What follows belongs to an exercise in optimizing a design on an open flow for small area, a short achievable clock period and few clock cycles per item; a production flow would make more cautious choices. The RTL was checked by simulation tests, not by an equivalence proof against the original design.

<file path="flow/config.mk">
export PLATFORM = sky130hd
export DESIGN_NAME = sw_top
export DESIGN_NICKNAME = sw_top
export VERILOG_FILES = /design/flow/design.v
export SDC_FILE = /design/flow/constraint.sdc
export NUM_CORES = 4
export LEC_CHECK = 0
export CAP_MARGIN = 20
export CORE_MARGIN = 2
export CORE_UTILIZATION = 40
export SETUP_SLACK_MARGIN = 4.5
export SLEW_MARGIN = 20
export TNS_END_PERCENT = 100
</file>
<file path="flow/constraint.sdc">
create_clock -name core_clock -period 7.5 [get_ports {clk}]
set_input_delay 1.5000 -clock core_clock [delete_from_list [all_inputs] [get_ports {clk}]]
set_output_delay 1.5000 -clock core_clock [all_outputs]
set_load 0.01 [all_outputs]
</file>
<file path="flow/design.v">
package sw_pkg;
    typedef logic [1:0] base_t;
    localparam int RIDX_W = $clog2(16);
    localparam int QIDX_W = $clog2(24);
    localparam int HW = $clog2(2 * 16 + 1);
endpackage
`timescale 1ns/1ps
module sw_sequencer (
    input  logic       clk,
    input  logic       reset,
    input  logic       i_valid,
    output logic       o_start,    
    output logic       o_load,     
    output logic [5:0] o_cnt,      
    output logic       o_last,     
    output logic       o_finish
);
    localparam int LAST = 24 + 16 - 1;
    logic       busy;
    logic [5:0] cnt;
    logic       fin;
    assign o_start = i_valid && !busy;
    assign o_load  = o_start || (busy && cnt < 6'(24 - 1));
    assign o_cnt   = cnt;
    assign o_last  = (cnt == 6'(LAST));
    assign o_finish = fin;
    always_ff @(posedge clk or posedge reset) begin
        if (reset) begin
            busy <= 1'b0;
            cnt  <= '0;
            fin  <= 1'b0;
        end else begin
            fin <= busy && (cnt == 6'(LAST));
            if (o_start) begin
                busy <= 1'b1;
                cnt  <= '0;
            end else if (busy) begin
                cnt <= cnt + 1'b1;
                if (cnt == 6'(LAST)) begin
                    busy <= 1'b0;
                end
            end
        end
    end
endmodule
`timescale 1ns/1ps
module sw_pe #(
    parameter int J = 1
) (
    input  logic       clk,
    input  logic       i_first,     
    input  logic       i_cell,      
    input  logic [1:0] i_query,     
    input  logic [1:0] i_ref_pin,   
    input  logic [5:0] i_h_left,    
    input  logic       i_eq_left,   
    input  logic [5:0] i_best,      
    output logic [1:0] o_cand,      
    output logic [1:0] o_query,
    output logic [5:0] o_h,
    output logic       o_eq
);
    localparam int WH = $clog2(2 * J + 1);       
    localparam int WS = WH + 1;                  
    function automatic logic [1:0] cmp(input logic [WS-1:0] a, input logic [WS-1:0] b);
        logic g;
        logic p;
        g = 1'b0;
        p = 1'b1;
        for (int k = 0; k < WS; k++) begin
            g = (a[k] & ~b[k]) | ((a[k] | ~b[k]) & g);
            p = p & (a[k] | ~b[k]);
        end
        cmp = {g, g | p};
    endfunction
    function automatic logic [WS-1:0] gapv(input logic [WS-1:0] h, input logic e);
        logic c;
        gapv[0] = h[0] ^ e;
        c = h[0] & e;
        for (int k = 1; k < WS; k++) begin
            gapv[k] = ~(h[k] ^ c);
            c = h[k] | c;
        end
    endfunction
    logic [1:0]    ref_q;
    logic [1:0]    query_q;
    logic [WH-1:0] dg_q;
    logic [WH-1:0] h_q;
    logic          eq_i_q;
    logic          eq_d_q;
    logic [1:0]    cand_q;
    logic [1:0]    ref_b;
    logic [WH-1:0] hd;
    logic [WH-1:0] dg_nxt;
    logic [WS-1:0] ival;
    logic [WS-1:0] dval;
    logic [WS-1:0] ival_b;
    logic [WS-1:0] dval_b;
    logic [WS-1:0] dg_b;
    logic [1:0]    c_ig;
    logic [1:0]    c_dg;
    logic [1:0]    c_id;
    logic          eq_i;
    logic          eq_d;
    logic [WS-1:0] h_nxt;
    assign ref_b  = i_first ? i_ref_pin : ref_q;
    assign hd     = (J == 1) ? '0 : WH'(i_h_left);
    assign dg_nxt = (i_query == ref_b) ? hd + 2'd2 : ((hd == '0) ? '0 : hd - 1'b1);
    always_ff @(posedge clk) begin
        if (i_first) begin
            ref_q <= i_ref_pin;
        end
        query_q <= i_query;
        dg_q    <= dg_nxt;
    end
    assign ival   = gapv((J == 1) ? '0 : WS'(i_h_left), (J == 1) ? 1'b0 : i_eq_left);
    assign dval   = gapv(WS'(h_q), eq_d_q);
    assign ival_b = {~ival[WS-1], ival[WS-2:0]};
    assign dval_b = {~dval[WS-1], dval[WS-2:0]};
    assign dg_b   = {1'b1, dg_q};
    assign c_ig   = cmp(ival_b, dg_b);
    assign c_dg   = cmp(dval_b, dg_b);
    assign c_id   = cmp(ival_b, dval_b);
    assign eq_i   = c_ig[0] && c_id[0];
    assign eq_d   = c_dg[0] && !c_id[1];
    assign h_nxt  = (!c_ig[0] && !c_dg[0]) ? WS'(dg_q) : (eq_i ? ival : dval);
    always_ff @(posedge clk) begin
        h_q    <= i_cell ? WH'(h_nxt) : '0;
        eq_i_q <= eq_i;
        eq_d_q <= eq_d;
    end
    function automatic logic ge6(input logic [5:0] a, input logic [5:0] b);
        logic r;
        r = 1'b1;
        for (int k = 0; k < 6; k++) begin
            r = (a[k] & ~b[k]) | ((a[k] | ~b[k]) & r);
        end
        ge6 = r;
    endfunction
    logic       dg_ge_g;
    logic [3:0] d_oh;
    logic [3:0] g_oh;
    logic [1:0] cand;
    assign dg_ge_g = ge6(6'(dg_q), i_best);
    assign d_oh    = 4'b0001 << dg_q[1:0];
    assign g_oh    = 4'b0001 << i_best[1:0];
    always_comb begin
        cand = 2'd0;
        if (i_cell && dg_ge_g) begin
            if (|(d_oh & g_oh))                          cand = 2'd1;
            else if (|(d_oh & {g_oh[2:0], g_oh[3]}))     cand = 2'd2;
            else                                         cand = 2'd3;
        end
    end
    always_ff @(posedge clk) begin
        cand_q <= cand;
    end
    assign o_query = query_q;
    assign o_h     = 6'(h_q);
    assign o_eq    = eq_i_q;
    assign o_cand  = cand_q;
endmodule
`timescale 1ns/1ps
module sw_pe_array (
    input  logic                              clk,
    input  logic                              reset,
    input  logic                              i_start,
    input  logic                              i_load,
    input  logic [1:0]                        i_query_base,
    input  logic [1:0]                        i_ref_base,
    input  logic [5:0]                        i_best,
    output logic [16-1:0][5:0]       o_h,
    output logic [16-1:0][1:0]       o_cand
);
    logic [16-1:0]      cell_q;    
    logic [16-1:0][1:0] query_c;
    logic [16-1:0][5:0] h_c;
    logic [16-1:0]      eq_c;
    for (genvar j = 0; j < 16; j++) begin : g_cell
        logic       diag_act;
        logic       first;
        logic [1:0] query;
        logic [5:0] h_left;
        logic       eq_left;
        if (j == 0) begin : g_head
            assign diag_act = i_load;
            assign first    = i_start;
            assign query    = i_query_base;
            assign h_left   = '0;
            assign eq_left  = 1'b0;
        end else begin : g_body
            assign diag_act = cell_q[j-1];
            assign first    = cell_q[j-1] && !cell_q[j];
            assign query    = query_c[j-1];
            assign h_left   = h_c[j-1];
            assign eq_left  = eq_c[j-1];
        end
        always_ff @(posedge clk or posedge reset) begin
            if (reset) begin
                cell_q[j]  <= 1'b0;
            end else begin
                cell_q[j]  <= diag_act;
            end
        end
        sw_pe #(.J(j + 1)) u_pe (
            .clk        (clk),
            .i_first    (first),
            .i_cell     (cell_q[j]),
            .i_query    (query),
            .i_ref_pin  (i_ref_base),
            .i_h_left   (h_left),
            .i_eq_left  (eq_left),
            .i_best     (i_best),
            .o_cand     (o_cand[j]),
            .o_query    (query_c[j]),
            .o_h        (h_c[j]),
            .o_eq       (eq_c[j])
        );
    end
    assign o_h = h_c;
endmodule
`timescale 1ns/1ps
module sw_max_tracker (
    input  logic                          clk,
    input  logic                          i_clear,
    input  logic [5:0]                    i_cnt,
    input  logic                          i_last,    
    input  logic [16-1:0][1:0]   i_cand,
    output logic [5:0]                    o_max,
    output logic [4:0]                    o_pos_ref,
    output logic [4:0]                    o_pos_query
);
    localparam int N = 16;
    logic [5:0]   g_q;        
    logic [2:0]   step_q;     
    logic [4:0]   col_q;      
    logic [5:0]   diag_q;     
    logic [4:0]   row_q;      
    logic [N-1:0] c2;
    logic [N-1:0] c1;
    logic [N-1:0] c0;
    logic [N-1:0] below;      
    logic [N-1:0] c0b;
    logic         any2;
    logic         any1;
    logic         any0;
    logic [4:0]   enc2;
    logic [4:0]   enc1;
    logic [4:0]   enc0;
    logic [5:0]   cnt1;
    logic [5:0]   g_p1;
    logic [5:0]   g_p2;
    logic         take;
    function automatic logic [4:0] lowest(input logic [N-1:0] v);
        lowest = '0;
        for (int k = N - 1; k >= 0; k--) begin
            if (v[k]) begin
                lowest = 5'(k + 1);
            end
        end
    endfunction
    for (genvar k = 0; k < N; k++) begin : g_cls
        logic p2;
        logic p1;
        logic p0;
        assign p2 = i_cand[k] == 2'd3;
        assign p1 = i_cand[k] == 2'd2;
        assign p0 = i_cand[k] == 2'd1;
        assign c2[k] = p2 & step_q[0];
        assign c1[k] = (p2 & step_q[1]) | (p1 & step_q[0]);
        assign c0[k] = (p2 & step_q[2]) | (p1 & step_q[1]) | (p0 & step_q[0]);
        assign below[k] = (5'(k + 1) < col_q);
    end
    assign c0b  = c0 & below;
    assign any2 = |c2;
    assign any1 = |c1;
    assign any0 = |c0b;
    assign enc2 = lowest(c2);
    assign enc1 = lowest(c1);
    assign enc0 = lowest(c0b);
    assign cnt1 = i_cnt + 1'b1;
    assign g_p1 = g_q + 6'd1;
    assign g_p2 = g_q + 6'd2;
    assign take = any2 || any1 || any0;
    always_ff @(posedge clk) begin
        if (i_clear) begin
            g_q    <= '0;
            step_q <= 3'b001;
            col_q  <= 5'd1;
            diag_q <= 6'd2;
        end else begin
            step_q <= any2 ? 3'b100 : (any1 ? 3'b010 : 3'b001);
            if (take) begin
                g_q    <= any2 ? g_p2 : (any1 ? g_p1 : g_q);
                col_q  <= any2 ? enc2 : (any1 ? enc1 : enc0);
                diag_q <= cnt1;
            end
        end
        if (i_last && take) begin
            row_q <= 5'(24);
        end else begin
            row_q <= diag_q[4:0] - col_q;
        end
    end
    assign o_max       = g_q;
    assign o_pos_ref   = col_q;
    assign o_pos_query = row_q;
endmodule
`timescale 1ns/1ps
module sw_top (
    input  logic                                clk,
    input  logic                                reset,
    input  logic                                i_valid,
    input  sw_pkg::base_t                       i_ref_base,
    input  sw_pkg::base_t                       i_query_base,
    output logic                                o_finish,
    output logic [8-1:0]              o_max,
    output logic [sw_pkg::RIDX_W:0]             o_pos_ref,
    output logic [sw_pkg::QIDX_W:0]             o_pos_query
);
    logic                        start;
    logic                        load;
    logic [5:0]                  cnt;
    logic                        last;
    logic [16-1:0][5:0] h;
    logic [16-1:0][1:0] cand;
    logic [5:0]                  best_s;
    logic [4:0]                  best_j;
    logic [4:0]                  best_i;
    sw_sequencer u_sequencer (
        .clk      (clk),
        .reset    (reset),
        .i_valid  (i_valid),
        .o_start  (start),
        .o_load   (load),
        .o_cnt    (cnt),
        .o_last   (last),
        .o_finish (o_finish)
    );
    sw_pe_array u_pe_array (
        .clk          (clk),
        .reset        (reset),
        .i_start      (start),
        .i_load       (load),
        .i_query_base (i_query_base),
        .i_ref_base   (i_ref_base),
        .i_best       (best_s),
        .o_h          (h),
        .o_cand       (cand)
    );
    sw_max_tracker u_max_tracker (
        .clk         (clk),
        .i_clear     (start),
        .i_cnt       (cnt),
        .i_last      (last),
        .i_cand      (cand),
        .o_max       (best_s),
        .o_pos_ref   (best_j),
        .o_pos_query (best_i)
    );
    assign o_max       = 8'(best_s);
    assign o_pos_ref   = best_j;
    assign o_pos_query = {1'b0, best_i};
endmodule
</file>
<file path="flow/run.sh">
#!/bin/bash
# synth_recipe.tcl (not shown) runs the flow's synth.tcl, then flattens the netlist and writes it again
# the make line also repeats each setting of config.mk as NAME=value (left out here)
make -C /OpenROAD-flow-scripts/flow DESIGN_CONFIG=/design/flow/config.mk WORK_HOME=/design/flow/orfs CLKGATE_MAP_FILE= SYNTH_SCRIPT=/design/flow/synth_recipe.tcl finish
</file>
==> results of run 1 <==
-- area by class of cell --
class	count	share of cell area, %
tap	615	3.45
multi-input combinational	1659	56.5
inverter	203	3.42
timing repair buffer	66	2.88
sequential	303	28.1
clock inverter	15	0.953
clock buffer	51	4.79
-- logic make-up after synthesis --
kind of cell | Yosys count
other cells | 1
flops | 303
buf+inv | 274
mux | 140
simple gates | 657
fa+ha+maj | 276
compound gates | 528
xor+xnor | 55
-- final timing paths --
kind,start,to,slack (ps)
max reg2reg,u_max_tracker.step_q[1],u_max_tracker.diag_q[1],4560
max in group asynchronous,reset,u_pe_array.cell_q[13],5800
max,u_max_tracker.step_q[1],u_max_tracker.diag_q[1],4560
min reg2reg,u_pe_array.g_cell[12].u_pe.query_q[1],u_pe_array.g_cell[13].u_pe.query_q[1],370
min in group asynchronous,reset,u_pe_array.cell_q[1],1380
min,u_pe_array.g_cell[12].u_pe.query_q[1],u_pe_array.g_cell[13].u_pe.query_q[1],370
-- Yosys cell counts, types with 9 or more instances --
cell	count
nor3_1	25
ha_1	181
mux4_2	29
nand2b_1	40
o22ai_1	49
a221oi_1	37
mux2_2	59
o21a_1	9
maj3_1	94
nor2_1	188
mux2i_1	51
o21ai_0	131
nor2b_1	61
nand3_1	54
a21oi_1	111
o2111ai_1	10
a22o_1	12
dfxtp_1	279
inv_1	199
a211oi_1	11
a21o_1	14
a31oi_1	18
xor2_1	36
o31ai_1	20
xnor2_1	19
o32a_1	9
a21boi_0	11
o211ai_1	12
clkbuf_1	58
nand2_1	211
dfrtp_1	24
or2_2	14
and2_1	12
a22oi_1	9
-- registers in the layout, indices dropped and copies added, names as in the netlist --
| register | flops |
|---|---|
| u_pe_array.g_cell.u_pe.dg_q | 69 |
| u_pe_array.g_cell.u_pe.eq_i_q | 13 |
| u_pe_array.g_cell.u_pe.ref_q | 32 |
| u_pe_array.cell_q | 16 |
| u_pe_array.g_cell.u_pe.cand_q | 32 |
| u_max_tracker.diag_q | 5 |
| u_pe_array.g_cell.u_pe.eq_d_q | 15 |
| u_max_tracker.g_q | 6 |
| u_sequencer.cnt | 6 |
| u_sequencer.busy | 1 |
| u_pe_array.g_cell.u_pe.query_q | 30 |
| u_max_tracker.step_q | 3 |
| u_max_tracker.row_q | 5 |
| u_max_tracker.col_q | 5 |
| u_sequencer.fin | 1 |
| u_pe_array.g_cell.u_pe.h_q | 64 |
-- metrics by stage --
stage | setup slack (ps)
after floorplan | 4530
after global placement | 3400
after detailed placement | 3390
after CTS | 4510
after global routing | 4410
final | 4560
-- worst max-delay path, delay by kind of cell, from the launching register on --
family | cells | cell delay, ps
and+or+nand+nor | 5 | 1440
muxes | 2 | 470
buffers and inverters | 2 | 340
DFF | 1 | 330
AOI/OAI and AO/OA | 1 | 210
-- metal layers --
layer,track usage [%],vias up,wire [um]
li1,-,8086,-
met1,26.3,7771,23500
met2,32.3,454,23100
met3,2.74,82,2570
met4,4.72,0,927
met5,0,-,0
-- repair_timing --
item                       in CTS  in global routing
pin swaps                       7                 23
gates resized for setup        68                114
gates cloned                    0                  3
setup endpoints to repair     131                 82
setup buffers                  10                 20
==> impl_metrics.py, run 1 <==
metrics = {
    "logic_synthesis": {
        "synth_top_cell_area_share_pct": 28.8,
        "synth-compound-area-share_pct": 18.0,
        "syn-cell-area_um2": 19400,
        "async_flop_share_pct": 7.92,
        "synth.area.mux_share_pct": 9.50,
        "synth.largest_area_cell": "dfxtp_1",
        "ys_ff_latch": 303,
        "ys.warnings.count": 19,
        "synth_cells": 2234,
        "synth_top_family_by_area": "compound AO/OA/AOI/OAI gates",
        "synth_edf_count": 0,
        "synth_area_leaders": "dfxtp_1, ha_1, maj3_1",
        "postSynthAreaPerCell_um2": 8.68,
        "synth_seq_area_share_pct": 31.9,
        "yosys.area_share.simple_pct": 16.0,
        "synthAdderAreaFrac_pct": 16.6,
        "synth_ff_type": "dfxtp_1",
        "yosys.area_share.xor_xnor_pct": 2.48,
        "yosysUniqueCellTypes": 83,
    },
    "detailed_routing": {
        "vias": 16400,
        "via_per_inst": 5.63,
        "wire_per_inst_um": 17.2,
        "ant_nets": 0,
        "routed_wl_um": 50100,
        "first_pass_iters": 6,
        "drc": 0,
        "first_iter_violations": 1289,
    },
    "sta": {
        "fin_crit_sh_pct": 39.3,
        "rsz0062_at_grt": "yes",
        "setup_viol": 0,
        "relSlewSlack_pct": 42.0,
        "setup_tns_ps": 0,
        "timing_hold_violations_final": 0,
        "fin_crit_ps": 2940,
        "drv_slew": 0,
        "skew_ps": 18.8,
        "tightest_slew_ps": 870,
        "hold_slack_ps": 367,
        "max_freq_mhz": 340,
    },
    "job": {
        "cap_violations": 0,
    },
    "layout": {
        "final_core_util_pct": 46.7,
        "final_area_um2": 22300,
        "final_common_cell": "dfxtp_1",
        "area_growth_pct": 15.1,
        "regArea_um2": 6260,
        "fillers": 4498,
        "n_antenna_cell": 0,
        "fin_cells": 2912,
        "multiInputGateArea_um2": 12600,
        "drive_gt1_share_pct": 14.6,
        "final_cell_mix": "dfxtp_1, nand2_1, inv_1",
        "fin_nets": 2458,
    },
    "floorplanning": {
        "rows": 80,
        "die_area_um2": 50300,
        "pin_count": 27,
        "fp.dieW_um": 224,
        "fp.dieH_um": 224,
        "start_util_pct": 40.5,
        "coreArea_um2": 47800,
    },
    "run_status": {
        "status": "finished clean",
    },
    "worst_setup_path": {
        "worstSetupStartpointType": "flop",
        "crit_type": "reg -> reg",
        "critical_path_peak_fanout": 41,
        "crit_chain": "buf_12 > mux2_4 > a22oi_4 > nand3_2 > or4_4 > nor4b_4 > nor3b_4 > buf_12 > mux2i_1 > nand2_1",
        "slowest_delay_ps": 570,
        "reg2reg_depth": 10,
        "crit_arrival_ps": 3330,
        "slowest_stage": "or4_4",
        "crit_top_cell": "buf_12",
        "cp.required_ps": 7890,
        "cp-end-kind": "flop",
    },
    "global_routing": {
        "grt_remaining_overflow": 0,
        "grtUsageTotal_pct": 19.3,
        "antenna_found_initial": 0,
        "grt_pass1_vias": 15700,
        "grt_pass1_wl_um": 80500,
        "grt_max_degree": 51,
    },
    "clocking": {
        "clk_path_buf_depth": 3,
        "numCtsBuffers": 36,
        "clk_pin_slew_ps": 60,
        "holdBufCountCts": 0,
        "cts_sinks": 303,
        "h-tree-depth": 2,
        "cts_root_buf": "clkbuf_16",
        "cts_tree": "done",
        "clkLatencyLatePin_ps": 530,
    },
    "place": {
        "dpl.hpwl_um": 35200,
        "routabilityCongestion": 0.869,
        "dp_cells": 2813,
        "port_buffers": 23,
        "placed_area_um2": 20200,
    },
    "worst_hold_path": {
        "hold_depth": 0,
        "min_path_type": "reg -> reg",
    },
}
Testbench counts, summed over its fixed seeds: cycles 13,120, runs 320.
==> inputs of run 2 (changes only) <==
--- a/flow/design.v
+++ b/flow/design.v
@@ -75,10 +75,7 @@
     endfunction
     function automatic logic [WS-1:0] gapv(input logic [WS-1:0] h, input logic e);
-        logic c;
         gapv[0] = h[0] ^ e;
-        c = h[0] & e;
         for (int k = 1; k < WS; k++) begin
-            gapv[k] = ~(h[k] ^ c);
-            c = h[k] | c;
+            gapv[k] = ~(h[k] ^ ((|(h & ((WS'(1) << k) - WS'(2)))) | (h[0] & e)));
         end
     endfunction
@@ -93,4 +90,6 @@
     logic [WH-1:0] hd;
     logic [WH-1:0] dg_nxt;
+    logic [WH-1:0] dg_p2;
+    logic [WH-1:0] dg_m1;
     logic [WS-1:0] ival;
     logic [WS-1:0] dval;
@@ -106,5 +105,7 @@
     assign ref_b  = i_first ? i_ref_pin : ref_q;
     assign hd     = (J == 1) ? '0 : WH'(i_h_left);
-    assign dg_nxt = (i_query == ref_b) ? hd + 2'd2 : ((hd == '0) ? '0 : hd - 1'b1);
+    assign dg_p2  = hd + 2'd2;
+    assign dg_m1  = (hd == '0) ? '0 : hd - 1'b1;
+    assign dg_nxt = (i_query == ref_b) ? dg_p2 : dg_m1;
     always_ff @(posedge clk) begin
         if (i_first) begin
@@ -124,5 +125,5 @@
     assign eq_i   = c_ig[0] && c_id[0];
     assign eq_d   = c_dg[0] && !c_id[1];
-    assign h_nxt  = (!c_ig[0] && !c_dg[0]) ? WS'(dg_q) : (eq_i ? ival : dval);
+    assign h_nxt  = (!c_ig[0] && !c_dg[0]) ? WS'(dg_q) : (c_id[0] ? ival : dval);
     always_ff @(posedge clk) begin
         h_q    <= i_cell ? WH'(h_nxt) : '0;
@@ -227,4 +228,5 @@
     input  logic                          i_last,    
     input  logic [16-1:0][1:0]   i_cand,
+    output logic [5:0]                    o_best,    
     output logic [5:0]                    o_max,
     output logic [4:0]                    o_pos_ref,
@@ -237,4 +239,8 @@
     logic [5:0]   diag_q;     
     logic [4:0]   row_q;      
+    logic [5:0]   max_q;      
+    logic [4:0]   ref_q;
+    logic [5:0]   g_nxt;
+    logic [4:0]   col_nxt;
     logic [N-1:0] c2;
     logic [N-1:0] c1;
@@ -283,4 +289,6 @@
     assign g_p2 = g_q + 6'd2;
     assign take = any2 || any1 || any0;
+    assign g_nxt   = any2 ? g_p2 : (any1 ? g_p1 : g_q);
+    assign col_nxt = any2 ? enc2 : (any1 ? enc1 : enc0);
     always_ff @(posedge clk) begin
         if (i_clear) begin
@@ -292,9 +300,13 @@
             step_q <= any2 ? 3'b100 : (any1 ? 3'b010 : 3'b001);
             if (take) begin
-                g_q    <= any2 ? g_p2 : (any1 ? g_p1 : g_q);
-                col_q  <= any2 ? enc2 : (any1 ? enc1 : enc0);
+                g_q    <= g_nxt;
+                col_q  <= col_nxt;
                 diag_q <= cnt1;
             end
         end
+        if (i_last) begin
+            max_q <= g_nxt;
+            ref_q <= take ? col_nxt : col_q;
+        end
         if (i_last && take) begin
             row_q <= 5'(24);
@@ -303,6 +315,7 @@
         end
     end
-    assign o_max       = g_q;
-    assign o_pos_ref   = col_q;
+    assign o_best      = g_q;
+    assign o_max       = max_q;
+    assign o_pos_ref   = ref_q;
     assign o_pos_query = row_q;
 endmodule
@@ -326,4 +339,5 @@
     logic [16-1:0][1:0] cand;
     logic [5:0]                  best_s;
+    logic [5:0]                  best_g;
     logic [4:0]                  best_j;
     logic [4:0]                  best_i;
@@ -345,5 +359,5 @@
         .i_query_base (i_query_base),
         .i_ref_base   (i_ref_base),
-        .i_best       (best_s),
+        .i_best       (best_g),
         .o_h          (h),
         .o_cand       (cand)
@@ -355,4 +369,5 @@
         .i_last      (last),
         .i_cand      (cand),
+        .o_best      (best_g),
         .o_max       (best_s),
         .o_pos_ref   (best_j),
==> run 2 against run 1 <==
  * Global-route usage grew 0.51 points
  * Via count up 7.2%
  * Critical path depth fell by 9
  * Routed wire length rose by 8.3%
  * Critical path type is now reg -> out
==> impl_metrics.py, run 2 <==
metrics = {
    "run_status": {
        "status": "finished clean",
    },
    "detailed_routing": {
        "ant_nets": 0,
        "routed_wl_um": 54200,
        "wire_per_inst_um": 17.3,
        "first_iter_violations": 1191,
        "first_pass_iters": 5,
        "via_per_inst": 5.61,
        "vias": 17600,
        "drc": 0,
    },
    "floorplanning": {
        "pin_count": 27,
        "rows": 83,
        "die_area_um2": 53900,
        "fp.dieH_um": 232,
        "coreArea_um2": 51400,
        "fp.dieW_um": 232,
        "start_util_pct": 40.5,
    },
    "logic_synthesis": {
        "synthAdderAreaFrac_pct": 12.6,
        "synth_cells": 2433,
        "synth_top_family_by_area": "simple AND/OR/NAND/NOR gates",
        "yosys.area_share.simple_pct": 18.8,
        "synth_top_cell_area_share_pct": 26.8,
        "ys_ff_latch": 314,
        "synth.area.mux_share_pct": 9.54,
        "postSynthAreaPerCell_um2": 8.56,
        "synth_edf_count": 11,
        "synth_ff_type": "dfxtp_1",
        "synth-compound-area-share_pct": 17.6,
        "synth_common_cells": "dfxtp_1, nand2_1, nor2_1",
        "yosysUniqueCellTypes": 100,
        "yosysMostFrequentCell": "dfxtp_1",
        "synth_area_leaders": "dfxtp_1, ha_1, maj3_1",
        "synth.largest_area_cell": "dfxtp_1",
        "ys.warnings.count": 19,
        "synth_seq_area_share_pct": 31.3,
        "yosys.area_share.xor_xnor_pct": 5.17,
        "syn-cell-area_um2": 20800,
        "async_flop_share_pct": 7.64,
    },
    "worst_setup_path": {
        "critical_path_peak_fanout": 1,
        "cp-end-kind": "output port",
        "slowest_delay_ps": 540,
        "reg2reg_to": "u_pe_array.g_cell[15].u_pe.cand_q[1]",
        "crit_type": "reg -> out",
        "reg2reg_depth": 8,
        "crit_start": "u_max_tracker.max_q[1]",
        "critical_path_cell_count": 1,
        "slowest_stage": "clkdlybuf4s50_1",
        "cp.required_ps": 6000,
        "critical-path-top-delay-family": "buffers and inverters",
        "worstSetupStartpointType": "flop",
        "r2r_slack_ps": 4580,
        "cp-endpoint": "o_max[1]",
        "crit_arrival_ps": 1440,
        "r2r_start": "u_max_tracker.g_q[1]",
        "worst-path-buf-inv": 1,
        "crit_chain": "clkdlybuf4s50_1",
    },
    "layout": {
        "largest_reg_flops": 69,
        "area_growth_pct": 10.7,
        "drive_gt1_share_pct": 11.5,
        "reg.largest.list": "u_pe_array.g_cell.u_pe.dg_q x69, u_pe_array.g_cell.u_pe.h_q x64",
        "final_cell_mix": "dfxtp_1, nand2_1, nor2_1",
        "final_common_cell": "dfxtp_1",
        "fin_nets": 2540,
        "top_register": "u_pe_array.g_cell.u_pe.dg_q",
    },
    "sta": {
        "fin_crit_sh_pct": 39.2,
        "drv_slew": 0,
        "hold_slack_ps": 367,
        "setup_tns_ps": 0,
        "tightest_slew_ps": 772,
        "rsz0062_at_grt": "yes",
        "timing_hold_violations_final": 0,
        "max_freq_mhz": 340,
        "fin_crit_ps": 2940,
        "setup_viol": 0,
        "relSlewSlack_pct": 48.5,
        "skew_ps": 28.1,
    },
    "global_routing": {
        "antenna_found_initial": 1,
        "grt_pass1_vias": 17000,
        "grt_pass1_wl_um": 87800,
        "grt_max_degree": 50,
        "grtUsageTotal_pct": 19.9,
        "grt_remaining_overflow": 0,
    },
    "clocking": {
        "clk_pin_slew_ps": 60,
        "cts_root_buf": "clkbuf_16",
        "clkLatencyLatePin_ps": 560,
        "cts_tree": "done",
        "holdBufCountCts": 0,
        "clk_path_buf_depth": 3,
        "cts_sinks": 314,
        "h-tree-depth": 2,
        "numCtsBuffers": 37,
    },
    "place": {
        "port_buffers": 23,
        "routabilityCongestion": 0.827,
        "dpl.hpwl_um": 39200,
    },
    "job": {
        "cap_violations": 0,
    },
    "worst_hold_path": {
        "min_path_type": "reg -> reg",
    },
}
run 2: changes by cell type after synthesis, sizes merged, moves of 14 or more:
cell,delta
a31oi,+18
inv,-51
maj3,+30
nor2b,+40
and2,+14
xor2,+19
nand2b,+23
ha,-72
nand2,+24
xnor2,+48
clkbuf,+23
a221oi,-28
run 2: layer usage:
metal | routed length [um] | GRT usage, %
met1 | 25500 | 26.8
met2 | 25300 | 32.8
met3 | 1990 | 2.14
met4 | 1400 | 6.97
met5 | 0 | 0
run 2: how the worst min path moves through the flow:
stage                                                      from                                     to  slack [ps]  cells past startpoint
final                      u_pe_array.g_cell[1].u_pe.query_q[0]   u_pe_array.g_cell[2].u_pe.query_q[0]         370                      0
after global routing       u_pe_array.g_cell[4].u_pe.query_q[0]   u_pe_array.g_cell[5].u_pe.query_q[0]         380                      0
after CTS                 u_pe_array.g_cell[12].u_pe.query_q[1]  u_pe_array.g_cell[13].u_pe.query_q[1]         370                      0
after detailed placement  u_pe_array.g_cell[12].u_pe.query_q[1]  u_pe_array.g_cell[13].u_pe.query_q[1]         360                      0
after global placement     u_pe_array.g_cell[4].u_pe.query_q[1]   u_pe_array.g_cell[5].u_pe.query_q[1]         360                      0
after floorplan            u_pe_array.g_cell[9].u_pe.query_q[0]  u_pe_array.g_cell[10].u_pe.query_q[0]         350                      0
run 2: final cells by class:
type	count	area (um2)
clock buffers	48	987
fillers	4957	28300
inverters	156	586
clock inverters	19	144
diodes	1	2.50
multi-input cells	1862	13500
well taps	680	851
repair buffers	52	453
flip-flops and latches	314	6540
run 2: cells by family (layout without fill, tap and decap cells):
| kind of cell | after synthesis | after routing |
|---|---|---|
| adders and majority gates | 234 | 234 |
| DFF | 314 | 314 |
| other | 1 | 4 |
| muxes | 155 | 155 |
| and+or+nand+nor | 792 | 793 |
| AOI/OAI and AO/OA | 555 | 555 |
| buffers and inverters | 260 | 275 |
| xor gates and xnor gates | 122 | 122 |
run 2: stage by stage:
step | setup slack [ps] | area, um2 | util (%) | instances
finish | 4560 | 23100 | 44.9 | 3132
global placement | 3390 | 21600 | 42.0 | 3045
detailed placement | 3310 | 21600 | 42.0 | 3045
CTS | 4500 | 22800 | 44.3 | 3116
global route | 4460 | 23100 | 44.9 | 3132
floorplan | 4600 | 20800 | - | 2435
run 2: timing repair:
item / 4_1_cts / 5_1_grt
setup buffers: 4 / 14
pin swaps: 2 / 9
setup endpoints to repair: 107 / 73
gates resized for setup: 22 / 53
gates cloned: 0 / 1
Testbench counts of run 2, summed over its fixed seeds: cycles 13,120, runs 320.
==> inputs of run 3 (changes only) <==
--- a/flow/design.v
+++ b/flow/design.v
@@ -13,8 +13,9 @@
     output logic       o_load,     
     output logic [5:0] o_cnt,      
+    output logic       o_busy,     
     output logic       o_last,     
     output logic       o_finish
 );
-    localparam int LAST = 24 + 16 - 1;
+    localparam int LAST = 24 + 16 - 2;
     logic       busy;
     logic [5:0] cnt;
@@ -24,4 +25,5 @@
     assign o_cnt   = cnt;
     assign o_last  = (cnt == 6'(LAST));
+    assign o_busy  = busy;
     assign o_finish = fin;
     always_ff @(posedge clk or posedge reset) begin
@@ -49,4 +51,5 @@
 ) (
     input  logic       clk,
+    input  logic       i_diag,      
     input  logic       i_first,     
     input  logic       i_cell,      
@@ -56,4 +59,5 @@
     input  logic       i_eq_left,   
     input  logic [5:0] i_best,      
+    input  logic [5:0] i_best_m2,   
     output logic [1:0] o_cand,      
     output logic [1:0] o_query,
@@ -107,5 +111,30 @@
     assign dg_p2  = hd + 2'd2;
     assign dg_m1  = (hd == '0) ? '0 : hd - 1'b1;
-    assign dg_nxt = (i_query == ref_b) ? dg_p2 : dg_m1;
+    assign dg_nxt = match ? dg_p2 : dg_m1;
+    function automatic logic ge6(input logic [5:0] a, input logic [5:0] b);
+        logic r;
+        r = 1'b1;
+        for (int k = 0; k < 6; k++) begin
+            r = (a[k] & ~b[k]) | ((a[k] | ~b[k]) & r);
+        end
+        ge6 = r;
+    endfunction
+    logic       match;
+    logic       hd_ge;
+    logic [3:0] d_oh;
+    logic [3:0] g_oh;
+    logic [1:0] cand;
+    assign match = (i_query == ref_b);
+    assign hd_ge = ge6(6'(hd), i_best_m2);           
+    assign d_oh  = 4'b0001 << hd[1:0];
+    assign g_oh  = 4'b0001 << (i_best[1:0] ^ 2'b10);  
+    always_comb begin
+        cand = 2'd0;
+        if (i_diag && match && hd_ge) begin
+            if (|(d_oh & g_oh))                          cand = 2'd1;
+            else if (|(d_oh & {g_oh[2:0], g_oh[3]}))     cand = 2'd2;
+            else                                         cand = 2'd3;
+        end
+    end
     always_ff @(posedge clk) begin
         if (i_first) begin
@@ -114,4 +143,5 @@
         query_q <= i_query;
         dg_q    <= dg_nxt;
+        cand_q  <= cand;
     end
     assign ival   = gapv((J == 1) ? '0 : WS'(i_h_left), (J == 1) ? 1'b0 : i_eq_left);
@@ -131,30 +161,4 @@
         eq_d_q <= eq_d;
     end
-    function automatic logic ge6(input logic [5:0] a, input logic [5:0] b);
-        logic r;
-        r = 1'b1;
-        for (int k = 0; k < 6; k++) begin
-            r = (a[k] & ~b[k]) | ((a[k] | ~b[k]) & r);
-        end
-        ge6 = r;
-    endfunction
-    logic       dg_ge_g;
-    logic [3:0] d_oh;
-    logic [3:0] g_oh;
-    logic [1:0] cand;
-    assign dg_ge_g = ge6(6'(dg_q), i_best);
-    assign d_oh    = 4'b0001 << dg_q[1:0];
-    assign g_oh    = 4'b0001 << i_best[1:0];
-    always_comb begin
-        cand = 2'd0;
-        if (i_cell && dg_ge_g) begin
-            if (|(d_oh & g_oh))                          cand = 2'd1;
-            else if (|(d_oh & {g_oh[2:0], g_oh[3]}))     cand = 2'd2;
-            else                                         cand = 2'd3;
-        end
-    end
-    always_ff @(posedge clk) begin
-        cand_q <= cand;
-    end
     assign o_query = query_q;
     assign o_h     = 6'(h_q);
@@ -171,5 +175,5 @@
     input  logic [1:0]                        i_ref_base,
     input  logic [5:0]                        i_best,
-    output logic [16-1:0][5:0]       o_h,
+    input  logic [5:0]                        i_best_m2,
     output logic [16-1:0][1:0]       o_cand
 );
@@ -206,4 +210,5 @@
         sw_pe #(.J(j + 1)) u_pe (
             .clk        (clk),
+            .i_diag     (diag_act),
             .i_first    (first),
             .i_cell     (cell_q[j]),
@@ -213,4 +218,5 @@
             .i_eq_left  (eq_left),
             .i_best     (i_best),
+            .i_best_m2  (i_best_m2),
             .o_cand     (o_cand[j]),
             .o_query    (query_c[j]),
@@ -219,14 +225,14 @@
         );
     end
-    assign o_h = h_c;
 endmodule
 `timescale 1ns/1ps
 module sw_max_tracker (
     input  logic                          clk,
-    input  logic                          i_clear,
+    input  logic                          i_run,     
     input  logic [5:0]                    i_cnt,
     input  logic                          i_last,    
     input  logic [16-1:0][1:0]   i_cand,
     output logic [5:0]                    o_best,    
+    output logic [5:0]                    o_best_m2,
     output logic [5:0]                    o_max,
     output logic [4:0]                    o_pos_ref,
@@ -238,9 +244,7 @@
     logic [4:0]   col_q;      
     logic [5:0]   diag_q;     
-    logic [4:0]   row_q;      
     logic [5:0]   max_q;      
     logic [4:0]   ref_q;
-    logic [5:0]   g_nxt;
-    logic [4:0]   col_nxt;
+    logic [4:0]   row_q;
     logic [N-1:0] c2;
     logic [N-1:0] c1;
@@ -254,8 +258,10 @@
     logic [4:0]   enc1;
     logic [4:0]   enc0;
-    logic [5:0]   cnt1;
+    logic [5:0]   cnt2;
     logic [5:0]   g_p1;
     logic [5:0]   g_p2;
     logic         take;
+    logic [5:0]   g_nxt;
+    logic [4:0]   col_nxt;
     function automatic logic [4:0] lowest(input logic [N-1:0] v);
         lowest = '0;
@@ -278,19 +284,19 @@
         assign below[k] = (5'(k + 1) < col_q);
     end
-    assign c0b  = c0 & below;
-    assign any2 = |c2;
-    assign any1 = |c1;
-    assign any0 = |c0b;
-    assign enc2 = lowest(c2);
-    assign enc1 = lowest(c1);
-    assign enc0 = lowest(c0b);
-    assign cnt1 = i_cnt + 1'b1;
-    assign g_p1 = g_q + 6'd1;
-    assign g_p2 = g_q + 6'd2;
-    assign take = any2 || any1 || any0;
+    assign c0b     = c0 & below;
+    assign any2    = |c2;
+    assign any1    = |c1;
+    assign any0    = |c0b;
+    assign enc2    = lowest(c2);
+    assign enc1    = lowest(c1);
+    assign enc0    = lowest(c0b);
+    assign cnt2    = i_cnt + 6'd2;
+    assign g_p1    = g_q + 6'd1;
+    assign g_p2    = g_q + 6'd2;
+    assign take    = any2 || any1 || any0;
     assign g_nxt   = any2 ? g_p2 : (any1 ? g_p1 : g_q);
     assign col_nxt = any2 ? enc2 : (any1 ? enc1 : enc0);
     always_ff @(posedge clk) begin
-        if (i_clear) begin
+        if (!i_run || i_last) begin
             g_q    <= '0;
             step_q <= 3'b001;
@@ -302,5 +308,5 @@
                 g_q    <= g_nxt;
                 col_q  <= col_nxt;
-                diag_q <= cnt1;
+                diag_q <= cnt2;
             end
         end
@@ -308,12 +314,9 @@
             max_q <= g_nxt;
             ref_q <= take ? col_nxt : col_q;
-        end
-        if (i_last && take) begin
-            row_q <= 5'(24);
-        end else begin
-            row_q <= diag_q[4:0] - col_q;
+            row_q <= take ? 5'(24) : diag_q[4:0] - col_q;
         end
     end
     assign o_best      = g_q;
+    assign o_best_m2   = (g_q > 6'd2) ? g_q - 6'd2 : 6'd0;
     assign o_max       = max_q;
     assign o_pos_ref   = ref_q;
@@ -336,5 +339,6 @@
     logic [5:0]                  cnt;
     logic                        last;
-    logic [16-1:0][5:0] h;
+    logic                        busy;
+    logic [5:0]                  best_m2;
     logic [16-1:0][1:0] cand;
     logic [5:0]                  best_s;
@@ -349,4 +353,5 @@
         .o_load   (load),
         .o_cnt    (cnt),
+        .o_busy   (busy),
         .o_last   (last),
         .o_finish (o_finish)
@@ -360,14 +365,15 @@
         .i_ref_base   (i_ref_base),
         .i_best       (best_g),
-        .o_h          (h),
+        .i_best_m2    (best_m2),
         .o_cand       (cand)
     );
     sw_max_tracker u_max_tracker (
         .clk         (clk),
-        .i_clear     (start),
+        .i_run       (busy),
         .i_cnt       (cnt),
         .i_last      (last),
         .i_cand      (cand),
         .o_best      (best_g),
+        .o_best_m2   (best_m2),
         .o_max       (best_s),
         .o_pos_ref   (best_j),
--- a/flow/config.mk
+++ b/flow/config.mk
@@ -9,5 +9,5 @@
 export CORE_MARGIN = 2
 export CORE_UTILIZATION = 40
-export SETUP_SLACK_MARGIN = 4.5
+export SETUP_SLACK_MARGIN = 4.7
 export SLEW_MARGIN = 20
 export TNS_END_PERCENT = 100
==> run 3 against run 2 <==
  * Largest cell class unchanged
  * Via count up 5.7%
  * Maximum frequency rose by 5.0%
  * Clock skew is 10 ps lower
  * Critical endpoint is now u_max_tracker.ref_q[0]
==> impl_metrics.py, run 3 <==
metrics = {
    "layout": {
        "regArea_um2": 6580,
        "reg.largest.list": "u_pe_array.g_cell.u_pe.h_q x64, u_pe_array.g_cell.u_pe.dg_q x63",
        "multiInputGateArea_um2": 14700,
        "n_antenna_cell": 0,
        "fillers": 4850,
        "top_register": "u_pe_array.g_cell.u_pe.h_q",
        "area_growth_pct": 17.5,
        "final_common_cell": "nand2_1",
        "drive_gt1_share_pct": 18.9,
        "final_area_um2": 24900,
        "largest_reg_flops": 64,
        "final_cell_mix": "nand2_1, dfxtp_1, nor2_1",
        "fin_nets": 2694,
        "final_core_util_pct": 47.5,
    },
    "sta": {
        "setup_tns_ps": 0,
        "tightest_slew_ps": 927,
        "relSlewSlack_pct": 38.1,
        "setup_viol": 0,
        "hold_slack_ps": 364,
        "rsz0062_at_grt": "yes",
        "drv_slew": 0,
        "fin_crit_sh_pct": 37.4,
        "skew_ps": 18.0,
        "max_freq_mhz": 357,
        "fin_crit_ps": 2800,
        "timing_hold_violations_final": 0,
    },
    "logic_synthesis": {
        "syn-cell-area_um2": 21200,
        "yosysMostFrequentCell": "dfxtp_1",
        "ys.warnings.count": 19,
        "synth_cells": 2501,
        "yosysUniqueCellTypes": 98,
        "synth_area_leaders": "dfxtp_1, ha_1, maj3_1",
        "postSynthAreaPerCell_um2": 8.48,
        "async_flop_share_pct": 7.79,
        "synth_ff_type": "dfxtp_1",
        "ys_ff_latch": 308,
        "synth_top_cell_area_share_pct": 25.3,
        "synth_edf_count": 16,
        "synth_common_cells": "dfxtp_1, nand2_1, nor2_1",
        "synth.largest_area_cell": "dfxtp_1",
        "synth_seq_area_share_pct": 30.4,
    },
    "worst_hold_path": {
        "min_path_type": "reg -> reg",
        "hold_depth": 0,
    },
    "global_routing": {
        "grt_pass1_wl_um": 91100,
        "grt_max_degree": 49,
        "grtUsageTotal_pct": 20.2,
        "antenna_found_initial": 0,
        "grt_remaining_overflow": 0,
        "grt_pass1_vias": 17900,
    },
    "place": {
        "dpl.hpwl_um": 38500,
        "placed_area_um2": 22000,
        "port_buffers": 23,
        "routabilityCongestion": 0.890,
    },
    "worst_setup_path": {
        "crit_chain": "buf_12 > mux2i_1 > mux2i_1 > o21bai_4 > a21oi_2 > or3b_4 > or4_4 > or2_1 > nand4_1",
        "cp.required_ps": 7880,
        "crit_top_cell": "mux2i_1",
        "slowest_delay_ps": 590,
        "critical_path_peak_fanout": 19,
        "crit_type": "reg -> reg",
        "worstSetupStartpointType": "flop",
        "reg2reg_depth": 9,
        "slowest_stage": "or4_4",
        "cp-end-kind": "flop",
        "crit_arrival_ps": 3180,
    },
    "floorplanning": {
        "fp.dieH_um": 234,
        "coreArea_um2": 52400,
        "start_util_pct": 40.4,
        "die_area_um2": 54900,
        "rows": 84,
        "fp.dieW_um": 234,
        "pin_count": 27,
    },
    "detailed_routing": {
        "routed_wl_um": 57100,
        "first_iter_violations": 1416,
        "vias": 18600,
        "first_pass_iters": 6,
        "drc": 0,
        "via_per_inst": 5.69,
        "ant_nets": 0,
        "wire_per_inst_um": 17.5,
    },
    "run_status": {
        "status": "finished clean",
    },
    "clocking": {
        "cts_tree": "done",
        "clk_pin_slew_ps": 60,
        "cts_root_buf": "clkbuf_16",
        "holdBufCountCts": 0,
        "numCtsBuffers": 36,
        "cts_sinks": 308,
        "clk_path_buf_depth": 3,
        "clkLatencyLatePin_ps": 550,
        "h-tree-depth": 2,
    },
    "job": {
        "cap_violations": 0,
    },
}
run 3: changes by cell type after synthesis, moves of 12 or more:
cell      before  now
nand3_1       58   46
o21ai_0      133  146
ha_1         109  138
mux4_2        28   10
a21oi_1      117  134
nor3b_1        9   23
nand2b_1      63   50
a22oi_1       11   38
run 3: metal layers:
layer	routed length [um]	vias to the layer above	track usage (%)	share of wire, %
met4	1380	0	6.69	2.4
met5	0	-	0	0
met1	25700	8965	26.3	45
met2	27200	472	34.4	48
met3	2850	98	2.85	5.0
li1	-	9040	-	-
run 3: critical path, delay by kind of cell, from the launching register on:
family,cells,cell delay (ps)
AO/OA/AOI/OAI,2,360
buffers and inverters,1,160
multiplexers,2,260
flip-flops,1,370
AND/OR/NAND/NOR,4,1460
run 3: cell type report:
type / instances / area share, %
clock buffer: 48 / 4.08
clock inverter: 18 / 0.819
inverter: 143 / 2.25
multi-input combinational: 1948 / 59.0
sequential: 308 / 26.4
tap: 688 / 3.46
timing repair buffer: 111 / 4.00
run 3: cells by family (layout without fill, tap and decap cells):
logic type / after synthesis / after routing / share of synthesized area [%]
compound gates: 605 / 605 / 18.6
xor+xnor: 135 / 135 / 5.58
fa+ha+maj: 260 / 260 / 14.0
buf+inv: 248 / 320 / 4.80
flops: 308 / 308 / 30.4
mux: 144 / 144 / 7.81
other cells: 1 / 3 / 0.0177
simple gates: 800 / 801 / 18.8
run 3: final timing paths:
| kind | from | to | slack [ps] |
|---|---|---|---|
| max in group asynchronous | reset | u_pe_array.cell_q[15] | 5810 |
| max reg2reg | u_max_tracker.step_q[1] | u_max_tracker.ref_q[0] | 4700 |
| max | u_max_tracker.step_q[1] | u_max_tracker.ref_q[0] | 4700 |
| min | u_pe_array.g_cell[12].u_pe.query_q[1] | u_pe_array.g_cell[13].u_pe.query_q[1] | 360 |
| min reg2reg | u_pe_array.g_cell[12].u_pe.query_q[1] | u_pe_array.g_cell[13].u_pe.query_q[1] | 360 |
| min in group asynchronous | reset | u_pe_array.cell_q[11] | 1360 |
run 3: metrics by stage:
stage	worst slack (ps)	instances
finish	4700	3264
detailed placement	3410	3122
floorplan	4700	2503
CTS	4680	3223
global placement	3430	3122
global route	4630	3264
run 3: timing repair:
item / in CTS / in global routing
endpoints found under the setup margin: 189 / 92
buffers inserted: 33 / 39
resized for setup: 157 / 153
pin swaps: 21 / 33
gates cloned: 2 / 2
Testbench counts of run 3, summed over its fixed seeds: cycles 12,800, runs 320.
==> inputs of run 4 (changes only) <==
--- a/flow/config.mk
+++ b/flow/config.mk
@@ -9,5 +9,5 @@
 export CORE_MARGIN = 2
 export CORE_UTILIZATION = 40
-export SETUP_SLACK_MARGIN = 4.7
+export SETUP_SLACK_MARGIN = 4.9
 export SLEW_MARGIN = 20
 export TNS_END_PERCENT = 100
==> run 4 against run 3 <==
  * Routed wire length increased by 3.8%
  * Worst setup slack improved by 71 ps
  * Cell count increased by 1.7%
  * Maximum frequency increased by 2.6%
  * Die area unchanged
  * Synthesized cell count unchanged
  * Non-clock buffer count increased by 56
  * Critical endpoint is now u_max_tracker.ref_q[2]
  * Highest routed layer is now met5
==> impl_metrics.py, run 4 <==
metrics = {
    "run_status": {
        "status": "finished clean",
    },
    "floorplanning": {
        "coreArea_um2": 52400,
        "pin_count": 27,
        "rows": 84,
        "fp.dieH_um": 234,
        "fp.dieW_um": 234,
        "die_area_um2": 54900,
        "start_util_pct": 40.4,
    },
    "worst_hold_path": {
        "hold_end": "u_pe_array.g_cell[1].u_pe.query_q[1]",
        "hold_depth": 0,
        "min_from": "u_pe_array.g_cell[0].u_pe.query_q[1]",
        "min_path_type": "reg -> reg",
    },
    "global_routing": {
        "grt_remaining_overflow": 0,
        "grtUsageTotal_pct": 20.8,
        "grt_max_degree": 49,
        "antenna_found_initial": 2,
        "grt_pass1_vias": 18500,
        "grt_pass1_wl_um": 93600,
    },
    "logic_synthesis": {
        "synth_seq_area_share_pct": 30.4,
        "synth.largest_area_cell": "dfxtp_1",
        "synth_common_cells": "dfxtp_1, nand2_1, nor2_1",
        "syn-cell-area_um2": 21200,
        "async_flop_share_pct": 7.79,
        "yosysMostFrequentCell": "dfxtp_1",
        "synth_edf_count": 16,
        "yosysUniqueCellTypes": 98,
        "postSynthAreaPerCell_um2": 8.48,
        "ys_ff_latch": 308,
        "ys.warnings.count": 19,
        "synth_cells": 2501,
        "synth_top_cell_area_share_pct": 25.3,
        "synth_ff_type": "dfxtp_1",
        "synth_area_leaders": "dfxtp_1, ha_1, maj3_1",
    },
    "detailed_routing": {
        "via_per_inst": 5.67,
        "wire_per_inst_um": 17.9,
        "first_pass_iters": 8,
        "drc": 0,
        "routed_wl_um": 59300,
        "vias": 18800,
        "first_iter_violations": 1415,
        "ant_nets": 0,
    },
    "worst_setup_path": {
        "critical_path_peak_fanout": 19,
        "r2r_start": "u_max_tracker.step_q[1]",
        "cp.required_ps": 7790,
        "reg2reg_to": "u_max_tracker.ref_q[2]",
        "crit_arrival_ps": 3020,
        "cp-end-kind": "flop",
        "crit_type": "reg -> reg",
        "reg2reg_depth": 10,
        "worstSetupStartpointType": "flop",
        "r2r_slack_ps": 4770,
    },
    "clocking": {
        "cts_root_buf": "clkbuf_16",
        "clk_pin_slew_ps": 60,
        "holdBufCountCts": 0,
        "cts_sinks": 308,
        "clk_path_buf_depth": 3,
        "numCtsBuffers": 36,
        "cts_tree": "done",
        "h-tree-depth": 2,
        "clkLatencyLatePin_ps": 550,
    },
    "sta": {
        "fin_ws_ps": 4770,
        "fin_crit_sh_pct": 36.4,
        "setup_viol": 0,
        "tightest_slew_ps": 860,
        "max_freq_mhz": 366,
        "rsz0062_at_grt": "yes",
        "timing_hold_violations_final": 0,
        "relSlewSlack_pct": 42.6,
        "drv_slew": 0,
        "skew_ps": 11.1,
        "setup_tns_ps": 0,
        "fin_crit_ps": 2730,
    },
    "layout": {
        "largest_reg_flops": 64,
        "area_growth_pct": 24.8,
        "final_cell_mix": "nand2_1, dfxtp_1, nor2_1",
        "n_antenna_cell": 0,
        "fillers": 4715,
        "reg.largest.list": "u_pe_array.g_cell.u_pe.h_q x64, u_pe_array.g_cell.u_pe.dg_q x63",
        "fin_nets": 2749,
        "top_register": "u_pe_array.g_cell.u_pe.h_q",
        "drive_gt1_share_pct": 28.4,
        "final_common_cell": "nand2_1",
    },
    "place": {
        "routabilityCongestion": 0.877,
        "pre_cts_slack_ps": 3470,
        "port_buffers": 23,
        "dpl.hpwl_um": 39600,
    },
    "job": {
        "cap_violations": 0,
    },
}
[run 4: cell counts after synthesis]
Identical to the previous run, type by type.
[run 4: worst max path at each step]
stage                            start  slack (ps)  depth (start not counted)                           endpoint
2_1_floorplan            i_ref_base[0]        4780                          5  u_pe_array.g_cell[3].u_pe.dg_q[0]
3_3_place_gp             i_ref_base[0]        3560                          8  u_pe_array.g_cell[9].u_pe.dg_q[3]
3_5_place_dp             i_ref_base[0]        3470                          8  u_pe_array.g_cell[9].u_pe.dg_q[3]
4_1_cts        u_max_tracker.step_q[1]        4780                          9             u_max_tracker.ref_q[0]
5_1_grt        u_max_tracker.step_q[0]        4720                         10             u_max_tracker.ref_q[2]
6_report       u_max_tracker.step_q[1]        4770                         10             u_max_tracker.ref_q[2]
[run 4: what timing repair did]
item	4_1_cts	5_1_grt
pin swaps	49	83
gates resized for setup	307	262
cloned	2	2
buffers inserted	75	53
endpoints found under the setup margin	207	114
[run 4: worst max-delay path: stages (launching register included)]
cell	delay [ps]
dfxtp_2	340
buf_12	160
mux2i_1	130
mux2_4	190
o21ai_1	70
o21a_1	210
or3b_4	400
or4_4	610
buf_4	180
nor2_4	120
a21oi_4	50
[run 4: layer usage]
metal	track usage [%]	wire length [um]
met2	35.3	28200
met1	27.4	27000
met3	2.57	2490
met4	6.78	1620
met5	0	9
[run 4: layout make-up]
class / instances / area, um2 / area share (%)
Sequential cell: 308 / 6630 / 25.0
Inverter: 143 / 589 / 2.23
Clock inverter: 14 / 168 / 0.634
Tap cell: 688 / 861 / 3.25
Timing Repair Buffer: 167 / 1380 / 5.21
Multi-Input combinational cell: 1947 / 15800 / 59.5
Clock buffer: 52 / 1080 / 4.09
[run 4: stage by stage]
stage	instance area [um2]	utilization (%)	hold slack [ps]	instances
6_report	26500	50.5	369	3319
5_1_grt	26500	50.5	371	3319
4_1_cts	25000	47.6	369	3264
3_5_place_dp	22300	42.5	356	3121
3_3_place_gp	22300	42.5	361	3121
2_1_floorplan	21600	-	349	2503
[run 4: logic make-up after synthesis]
kind of cell | after synthesis | share of synthesized area [%]
adders and majority gates | 260 | 14.0
muxes | 144 | 7.81
buffers and inverters | 248 | 4.80
AOI/OAI and AO/OA | 605 | 18.6
xor gates and xnor gates | 135 | 5.58
other | 1 | 0.0177
DFF | 308 | 30.4
and+or+nand+nor | 800 | 18.8
==> inputs of run 5 (changes only) <==
--- a/flow/design.v
+++ b/flow/design.v
@@ -79,7 +79,10 @@
     endfunction
     function automatic logic [WS-1:0] gapv(input logic [WS-1:0] h, input logic e);
+        logic c;
         gapv[0] = h[0] ^ e;
+        c = h[0] & e;
         for (int k = 1; k < WS; k++) begin
-            gapv[k] = ~(h[k] ^ ((|(h & ((WS'(1) << k) - WS'(2)))) | (h[0] & e)));
+            gapv[k] = ~(h[k] ^ c);
+            c = h[k] | c;
         end
     endfunction
@@ -155,5 +158,5 @@
     assign eq_i   = c_ig[0] && c_id[0];
     assign eq_d   = c_dg[0] && !c_id[1];
-    assign h_nxt  = (!c_ig[0] && !c_dg[0]) ? WS'(dg_q) : (c_id[0] ? ival : dval);
+    assign h_nxt  = (!c_ig[0] && !c_dg[0]) ? WS'(dg_q) : (eq_i ? ival : dval);
     always_ff @(posedge clk) begin
         h_q    <= i_cell ? WH'(h_nxt) : '0;
--- a/flow/config.mk
+++ b/flow/config.mk
@@ -9,5 +9,5 @@
 export CORE_MARGIN = 2
 export CORE_UTILIZATION = 40
-export SETUP_SLACK_MARGIN = 4.9
+export SETUP_SLACK_MARGIN = 4.5
 export SLEW_MARGIN = 20
 export TNS_END_PERCENT = 100
==> run 5 against run 4 <==
  * Worst setup slack worse by 200 ps
  * Cell count is 7.8% lower
  * Cell area is 11% lower
  * Via count is 8.4% lower
  * Critical endpoint is now u_pe_array.g_cell[10].u_pe.h_q[1]
  * Highest routed layer is now met4
==> impl_metrics.py, run 5 <==
metrics = {
    "run_status": {
        "status": "finished clean",
    },
    "logic_synthesis": {
        "synth.largest_area_cell": "dfxtp_1",
        "postSynthAreaPerCell_um2": 8.83,
        "synth_edf_count": 16,
        "synth_area_leaders": "dfxtp_1, ha_1, mux2i_1",
        "synth_common_cells": "dfxtp_1, ha_1, nand2_1",
        "async_flop_share_pct": 7.79,
        "synth_top_cell_area_share_pct": 26.6,
        "yosysMostFrequentCell": "dfxtp_1",
        "yosysUniqueCellTypes": 87,
        "synth_ff_type": "dfxtp_1",
        "ys.warnings.count": 19,
        "synth_cells": 2282,
        "syn-cell-area_um2": 20100,
        "synth_seq_area_share_pct": 32.0,
        "ys_ff_latch": 308,
    },
    "layout": {
        "final_cell_mix": "dfxtp_1, nand2_1, ha_1",
        "reg.largest.list": "u_pe_array.g_cell.u_pe.h_q x64, u_pe_array.g_cell.u_pe.dg_q x63",
        "top_register": "u_pe_array.g_cell.u_pe.h_q",
        "final_common_cell": "dfxtp_1",
        "largest_reg_flops": 64,
        "fin_nets": 2577,
        "drive_gt1_share_pct": 16.2,
        "area_growth_pct": 16.9,
    },
    "sta": {
        "setup_viol": 0,
        "tightest_slew_ps": 1000,
        "fin_ws_ps": 4570,
        "setup_tns_ps": 0,
        "fin_crit_sh_pct": 39.1,
        "fin_crit_ps": 2930,
        "max_freq_mhz": 341,
        "skew_ps": 29.1,
        "drv_slew": 0,
        "rsz0062_at_grt": "yes",
        "timing_hold_violations_final": 0,
        "relSlewSlack_pct": 32.8,
    },
    "detailed_routing": {
        "first_pass_iters": 6,
        "drc": 0,
        "ant_nets": 0,
        "vias": 17200,
        "via_per_inst": 5.63,
        "wire_per_inst_um": 17.8,
        "first_iter_violations": 1173,
        "routed_wl_um": 54400,
    },
    "clocking": {
        "cts_root_buf": "clkbuf_16",
        "clk_pin_slew_ps": 60,
        "cts_tree": "done",
        "numCtsBuffers": 36,
        "h-tree-depth": 2,
        "clk_path_buf_depth": 3,
        "clkLatencyLatePin_ps": 540,
        "cts_sinks": 308,
    },
    "place": {
        "dpl.hpwl_um": 37300,
        "routabilityCongestion": 0.849,
        "pre_cts_slack_ps": 3330,
        "port_buffers": 23,
    },
    "global_routing": {
        "met3_usage_pct": 2.51,
        "grt_max_degree": 46,
        "grtUsageTotal_pct": 20.1,
        "antenna_found_initial": 1,
        "grt_pass1_wl_um": 87400,
        "use_met1_pct": 27.0,
        "grt_pass1_vias": 16700,
        "grt.busiest_layer": "met2",
        "use_met2_pct": 33.7,
        "grt_remaining_overflow": 0,
    },
    "floorplanning": {
        "pin_count": 27,
        "fp.dieW_um": 228,
        "start_util_pct": 40.3,
        "die_area_um2": 52200,
        "rows": 82,
        "coreArea_um2": 50000,
        "fp.dieH_um": 228,
    },
    "worst_setup_path": {
        "cp.required_ps": 7930,
        "critical_path_peak_fanout": 3,
        "worstSetupStartpointType": "flop",
        "cp-end-kind": "flop",
        "crit_arrival_ps": 3360,
        "crit_type": "reg -> reg",
    },
    "worst_hold_path": {
        "min_path_type": "reg -> reg",
    },
    "job": {
        "cap_violations": 0,
    },
}
run 5: changes by cell type after synthesis, moves of 41 or more:
cell | before | now
maj3_1 | 121 | 73
nand2_1 | 243 | 190
inv_1 | 139 | 189
ha_1 | 138 | 209
o21ai_0 | 146 | 105
xnor2_1 | 78 | 20
run 5: per-stage QoR:
step	instances	util, %	area (um2)	hold slack [ps]
floorplan	2284	-	20200	349
global placement	2925	42.2	21100	364
detailed placement	2925	42.2	21100	357
global route	3060	47.1	23500	372
finish	3061	47.1	23500	367
CTS	3030	45.8	22900	366
run 5: final cells by class:
class / count / area (um2)
fill: 4642 / 26400
multi-input combinational: 1719 / 13300
sequential: 308 / 6540
clock buffer: 51 / 1040
timing repair buffer: 105 / 880
tap: 672 / 841
inverter: 190 / 741
clock inverter: 15 / 233
antenna: 1 / 2.50
run 5: kinds of logic after synthesis:
group | count (synthesis) | synth area share [%]
simple gates | 649 | 15.9
compound gates | 581 | 19.8
flops | 308 | 32.0
fa+ha+maj | 283 | 16.7
buf+inv | 259 | 5.00
mux | 145 | 8.16
xor+xnor | 56 | 2.44
other cells | 1 | 0.0186
run 5: timing repair:
| item | CTS | global route |
|---|---|---|
| pin swaps | 15 | 27 |
| setup endpoints to repair | 172 | 98 |
| hold buffers | 0 | 0 |
| cloned | 1 | 1 |
| buffers inserted | 38 | 29 |
| resized for setup | 77 | 125 |
run 5: critical path, cell delays in order, from the launching register on:
cell,delay [ps]
dfxtp_4,350
ha_1,130
inv_1,60
ha_4,150
ha_1,310
maj3_2,330
maj3_2,310
maj3_2,350
nor3_4,220
buf_4,160
mux2_2,330
o22ai_1,160
run 5: routing by layer:
metal / wire (um) / part of all wire, %
met5: 0 / 0
met3: 2530 / 4.6
met4: 1280 / 2.4
met1: 25100 / 46
met2: 25500 / 47
run 5: final timing paths:
path | start | end | slack, ps | cells past startpoint
setup / recovery | u_pe_array.g_cell[9].u_pe.h_q[0] | u_pe_array.g_cell[10].u_pe.h_q[1] | 4570 | 11
hold / removal | u_pe_array.g_cell[4].u_pe.query_q[0] | u_pe_array.g_cell[5].u_pe.query_q[0] | 370 | 0
setup reg to reg | u_pe_array.g_cell[9].u_pe.h_q[0] | u_pe_array.g_cell[10].u_pe.h_q[1] | 4570 | 11
hold reg to reg | u_pe_array.g_cell[4].u_pe.query_q[0] | u_pe_array.g_cell[5].u_pe.query_q[0] | 370 | 0
max in group asynchronous | reset | u_pe_array.cell_q[1] | 5770 | 3
min in group asynchronous | reset | u_pe_array.cell_q[11] | 1390 | 3
Testbench counts of run 5, summed over its fixed seeds: cycles 12,800, runs 320.

[what the ideal ports hide]
No port has a modelled driver above. Below, the same layouts with a new extraction and two added sets of constraints.
Step 1, drivers: a clkbuf_16 drives clk and a buf_2 each remaining input, both assumed.
Step 2 times the ports against the registers' clock, not the clock port: input delays grow and output delays shrink by t, the midpoint of the rising clock arrivals with the driver on.
Three values: no drivers, after step 1, after step 2; two values: the first two.
run | t (ns) | setup slack, ns | hold WS [ns] | clock arrival spread, ns
run 1 | 0.574 | 4.556 / 4.553 / 4.167 | 0.367 / 0.367 / 0.367 | 0.022 / 0.022
run 2 | 0.606 | 4.557 / 4.498 / 4.055 | 0.367 / 0.367 / 0.367 | 0.029 / 0.030
run 3 | 0.595 | 4.698 / 4.698 / 4.219 | 0.364 / 0.364 / 0.364 | 0.019 / 0.019
run 4 | 0.605 | 4.769 / 4.769 / 4.393 | 0.369 / 0.369 / 0.369 | 0.015 / 0.015
run 5 | 0.583 | 4.569 / 4.527 / 4.082 | 0.367 / 0.367 / 0.367 | 0.030 / 0.030
After both steps every run listed still meets setup and hold. For run 2, which loses most, drivers alone change the setup slack by -0.059 ns; drivers and shift together by -0.502 ns.
